Background: an optimization exercise with open tools, aiming at a short achievable clock period and few clock cycles. Do not read the settings as production practice.
Only simulation tests tie the RTL to the original design; equivalence was not proved.
No driver is modelled on the clock port, so clocking that relies on it looks cheaper here than on a real chip.

## build 30
==> flow/design.v (excerpt) <==
module cpuCore (
    input  logic                       clock,
    input  logic                       rst,
    input  logic [cpuPkg::DATA_W-1:0]  imemData,
    input  logic [cpuPkg::DATA_W-1:0]  dmemRdData,
    output logic [cpuPkg::PC_W-1:0]    imemAddr,
    output cpuPkg::storeReq_t          dmemReq,
    output cpuPkg::regWrite_t          regWrite
);
    localparam int DW = cpuPkg::DATA_W;
    localparam int PW = cpuPkg::PC_W;
    localparam int AW = cpuPkg::REG_ADDR_W;
    localparam int NR = cpuPkg::NUM_REGS;
    function automatic logic [NR-1:0] oneHot(input logic [AW-1:0] r);
        oneHot = '0;
        oneHot[r] = 1'b1;
    endfunction
    logic [PW-1:0] pc;
    logic [PW-1:0] pcNext;
    logic [PW-1:0] pcOutN;
    assign imemAddr = ~pcOutN;
    localparam int BTB_N  = 4;
    localparam int BTB_IW = $clog2(BTB_N);
    logic              btbValid [BTB_N];
    logic [PW-1:0]     btbTag   [BTB_N];
    logic [PW-1:0]     btbTgt   [BTB_N];
    logic [BTB_N-1:0]  btbMatch;
    logic              btbHit;
    logic [PW-1:0]     btbOut;
    logic [PW-1:0]     seqNext;
    always_comb begin
        btbOut = '0;
        for (int i = 0; i < BTB_N; i++) begin
  ...
==> flow/config.mk <==
export PLATFORM = sky130hd
export DESIGN_NAME = cpuCore
export DESIGN_NICKNAME = cpuCore
export VERILOG_FILES = /design/flow/design.v
export SDC_FILE = /design/flow/constraint.sdc
export NUM_CORES = 4
export LEC_CHECK = 0
export CAP_MARGIN = 40
export CORE_MARGIN = 2
export CORE_UTILIZATION = 45
export PLACE_DENSITY = 0.6
export SLEW_MARGIN = 60
==> flow/constraint.sdc <==
create_clock -name core_clock -period 14.0 [get_ports {clock}]
set_input_delay 2.8000 -clock core_clock [delete_from_list [all_inputs] [get_ports {clock}]]
set_output_delay 2.8000 -clock core_clock [all_outputs]
set_load 0.01 [all_outputs]
standard.sh (not shown) runs the stock make flow with config.mk's settings and CLKGATE_MAP_FILE= SYNTH_SCRIPT=/design/flow/synth_recipe.tcl, a recipe that flattens the netlist after the stock synthesis.
==> flow/flow/run.sh <==
#!/bin/bash
# Layout flow: the standard ORFS flow (standard.sh), run whole, with two changes:
#  - buffer_ports uses sky130_fd_sc_hd__buf_4 for the port buffers instead of its default
#    pick (a slow delay-buffer cell); every port still gets its buffer.
#  - the half- and full-adder cells (ha, fa) are added to the platform's don't-use list, so
#    synthesis leaves adders and 2-input XOR/AND pairs to abc as plain gates instead of
#    extracting them into those slow, fixed cells. Registers, their names and cell types are
#    those of the standard synthesis (same script, same flip-flop mapping).
#  - the delay cells (dlygate*, dlymetal*, clkdlybuf*) and the weakest _0 gates are also
#    don't-use, so that repair_design, with the tighter slew and cap margins of config.mk,
#    fixes slow nets with real buffers and stronger gates instead of delay cells.
#  - before CTS, flow/upsize_out_regs.tcl gives the registers that drive the output ports
#    the strongest flip-flop drive (dfxtp_4) and legalizes the placement.
# The full output of the run goes to flow_standard.log in the work folder.
set -euo pipefail
DONT_USE="sky130_fd_sc_hd__probe_p_8 sky130_fd_sc_hd__probec_p_8 sky130_fd_sc_hd__lpflow_bleeder_1 sky130_fd_sc_hd__lpflow_clkbufkapwr_1 sky130_fd_sc_hd__lpflow_clkbufkapwr_16 sky130_fd_sc_hd__lpflow_clkbufkapwr_2 sky130_fd_sc_hd__lpflow_clkbufkapwr_4 sky130_fd_sc_hd__lpflow_clkbufkapwr_8 sky130_fd_sc_hd__lpflow_clkinvkapwr_1 sky130_fd_sc_hd__lpflow_clkinvkapwr_16 sky130_fd_sc_hd__lpflow_clkinvkapwr_2 sky130_fd_sc_hd__lpflow_clkinvkapwr_4 sky130_fd_sc_hd__lpflow_clkinvkapwr_8 sky130_fd_sc_hd__lpflow_decapkapwr_12 sky130_fd_sc_hd__lpflow_decapkapwr_3 sky130_fd_sc_hd__lpflow_decapkapwr_4 sky130_fd_sc_hd__lpflow_decapkapwr_6 sky130_fd_sc_hd__lpflow_decapkapwr_8 sky130_fd_sc_hd__lpflow_inputiso0n_1 sky130_fd_sc_hd__lpflow_inputiso0p_1 sky130_fd_sc_hd__lpflow_inputiso1n_1 sky130_fd_sc_hd__lpflow_inputiso1p_1 sky130_fd_sc_hd__lpflow_inputisolatch_1 sky130_fd_sc_hd__lpflow_isobufsrc_1 sky130_fd_sc_hd__lpflow_isobufsrc_16 sky130_fd_sc_hd__lpflow_isobufsrc_2 sky130_fd_sc_hd__lpflow_isobufsrc_4 sky130_fd_sc_hd__lpflow_isobufsrc_8 sky130_fd_sc_hd__lpflow_isobufsrckapwr_16 sky130_fd_sc_hd__lpflow_lsbuf_lh_hl_isowell_tap_1 sky130_fd_sc_hd__lpflow_lsbuf_lh_hl_isowell_tap_2 sky130_fd_sc_hd__lpflow_lsbuf_lh_hl_isowell_tap_4 sky130_fd_sc_hd__lpflow_lsbuf_lh_isowell_4 sky130_fd_sc_hd__lpflow_lsbuf_lh_isowell_tap_1 sky130_fd_sc_hd__lpflow_lsbuf_lh_isowell_tap_2 sky130_fd_sc_hd__lpflow_lsbuf_lh_isowell_tap_4 sky130_fd_sc_hd__ha_1 sky130_fd_sc_hd__ha_2 sky130_fd_sc_hd__ha_4 sky130_fd_sc_hd__fa_1 sky130_fd_sc_hd__fa_2 sky130_fd_sc_hd__fa_4 sky130_fd_sc_hd__clkdlybuf4s15_1 sky130_fd_sc_hd__clkdlybuf4s15_2 sky130_fd_sc_hd__clkdlybuf4s18_1 sky130_fd_sc_hd__clkdlybuf4s18_2 sky130_fd_sc_hd__clkdlybuf4s25_1 sky130_fd_sc_hd__clkdlybuf4s25_2 sky130_fd_sc_hd__clkdlybuf4s50_1 sky130_fd_sc_hd__clkdlybuf4s50_2 sky130_fd_sc_hd__dlygate4sd1_1 sky130_fd_sc_hd__dlygate4sd2_1 sky130_fd_sc_hd__dlygate4sd3_1 sky130_fd_sc_hd__dlymetal6s2s_1 sky130_fd_sc_hd__dlymetal6s4s_1 sky130_fd_sc_hd__dlymetal6s6s_1  sky130_fd_sc_hd__a2111oi_0 sky130_fd_sc_hd__a21boi_0 sky130_fd_sc_hd__and2_0 sky130_fd_sc_hd__einvn_0 sky130_fd_sc_hd__o21ai_0 sky130_fd_sc_hd__o311ai_0 sky130_fd_sc_hd__or2_0"
bash standard.sh \
    BUFFER_PORTS_ARGS="-buffer_cell sky130_fd_sc_hd__buf_4" \
    DONT_USE_CELLS="$DONT_USE" \
    PRE_CTS_TCL="$PWD/flow/upsize_out_regs.tcl" \
    finish > flow_standard.log 2>&1
==> flow/flow/upsize_out_regs.tcl <==
# Before CTS: the registers that drive the output ports (through the port buffers) are
# given a stronger drive (sky130_fd_sc_hd__dfxtp_4; same function, same register), since
# each drives a long wire to its port buffer at the die edge. Placement is then legalized.
set upsized 0
set strong [[ord::get_db] findMaster sky130_fd_sc_hd__dfxtp_4]
foreach bterm [[ord::get_db_block] getBTerms] {
  if {[$bterm getIoType] ne "OUTPUT"} { continue }
  set net [$bterm getNet]
  if {$net eq "NULL"} { continue }
  foreach it [$net getITerms] {
    if {![$it isOutputSignal]} { continue }
    foreach bit [[$it getInst] getITerms] {
      if {![$bit isInputSignal]} { continue }
      set n2 [$bit getNet]
      if {$n2 eq "NULL"} { continue }
      foreach dit [$n2 getITerms] {
        if {![$dit isOutputSignal]} { continue }
        set inst [$dit getInst]
        set m [[$inst getMaster] getName]
        if {$m eq "sky130_fd_sc_hd__dfxtp_1" || $m eq "sky130_fd_sc_hd__dfxtp_2"} {
          $inst swapMaster $strong
          incr upsized
        }
      }
    }
  }
}
puts "upsize_out_regs: $upsized output registers set to sky130_fd_sc_hd__dfxtp_4"
detailed_placement
Testbench counts of build 30, summed over its fixed seeds: cycles 167,388.
Relative to build 30, the following input files were edited for build 63:
--- a/flow/config.mk
+++ b/flow/config.mk
@@ -8,5 +8,5 @@
 export CAP_MARGIN = 40
 export CORE_MARGIN = 2
-export CORE_UTILIZATION = 45
-export PLACE_DENSITY = 0.6
+export CORE_UTILIZATION = 30
+export PLACE_DENSITY = 0.45
 export SLEW_MARGIN = 60
Results
Build 63 closes out successfully: all stages finished, all timing, DRC and antenna checks passed.
Compared with build 30, in build 63 number of fill cells went up 11372; register area held steady; total length of routed met2 wires rose about 14%; total detailed-routing wirelength now larger.
diff inputs: build 63 => build 3
--- a/flow/flow/run.sh
+++ b/flow/flow/run.sh
@@ -10,6 +10,4 @@
 #    don't-use, so that repair_design, with the tighter slew and cap margins of config.mk,
 #    fixes slow nets with real buffers and stronger gates instead of delay cells.
-#  - before CTS, flow/upsize_out_regs.tcl gives the registers that drive the output ports
-#    the strongest flip-flop drive (dfxtp_4) and legalizes the placement.
 # The full output of the run goes to flow_standard.log in the work folder.
 set -euo pipefail
@@ -18,4 +16,3 @@
     BUFFER_PORTS_ARGS="-buffer_cell sky130_fd_sc_hd__buf_4" \
     DONT_USE_CELLS="$DONT_USE" \
-    PRE_CTS_TCL="$PWD/flow/upsize_out_regs.tcl" \
     finish > flow_standard.log 2>&1
removed: flow/flow/upsize_out_regs.tcl
==> comparison <==
Any difference in detailed-route wire length between build 63 and build 3 is small enough to ignore.
From build 63 to build 3 the numbers moved as follows: setup slack of the critical path after layout decreased by 0.056 ns relative to the old numbers, cell area has decreased.

[what the ideal ports hide]
How much do the figures lean on ideal ports? The routed layouts below were timed once more, with nothing changed but the port constraints. Step 1 (the two cells are an assumption about what drives the block):
set clk [get_ports {clock}]
set_driving_cell -lib_cell sky130_fd_sc_hd__clkbuf_16 $clk
set_driving_cell -lib_cell sky130_fd_sc_hd__buf_2 [delete_from_list [all_inputs] $clk]
Step 2 also shifts input and output timing later by t, the mid clock arrival at the registers, as if the neighbouring blocks saw the same clock. Three values: ideal ports, drivers, drivers and shift; two values: the first two.
run	t, ns	setup WS [ns]	latest minus earliest clock arrival (ns)
build 30	0.947	9.421 / 9.421 / 8.832	0.054 / 0.055
build 63	0.953	9.598 / 9.586 / 8.847	0.102 / 0.103
build 3	0.944	9.542 / 9.446 / 8.836	0.090 / 0.089
After both steps setup and hold are still met in every run listed. For build 63, which loses most, drivers alone change the setup slack by -0.012 ns; drivers and shift together by -0.751 ns.
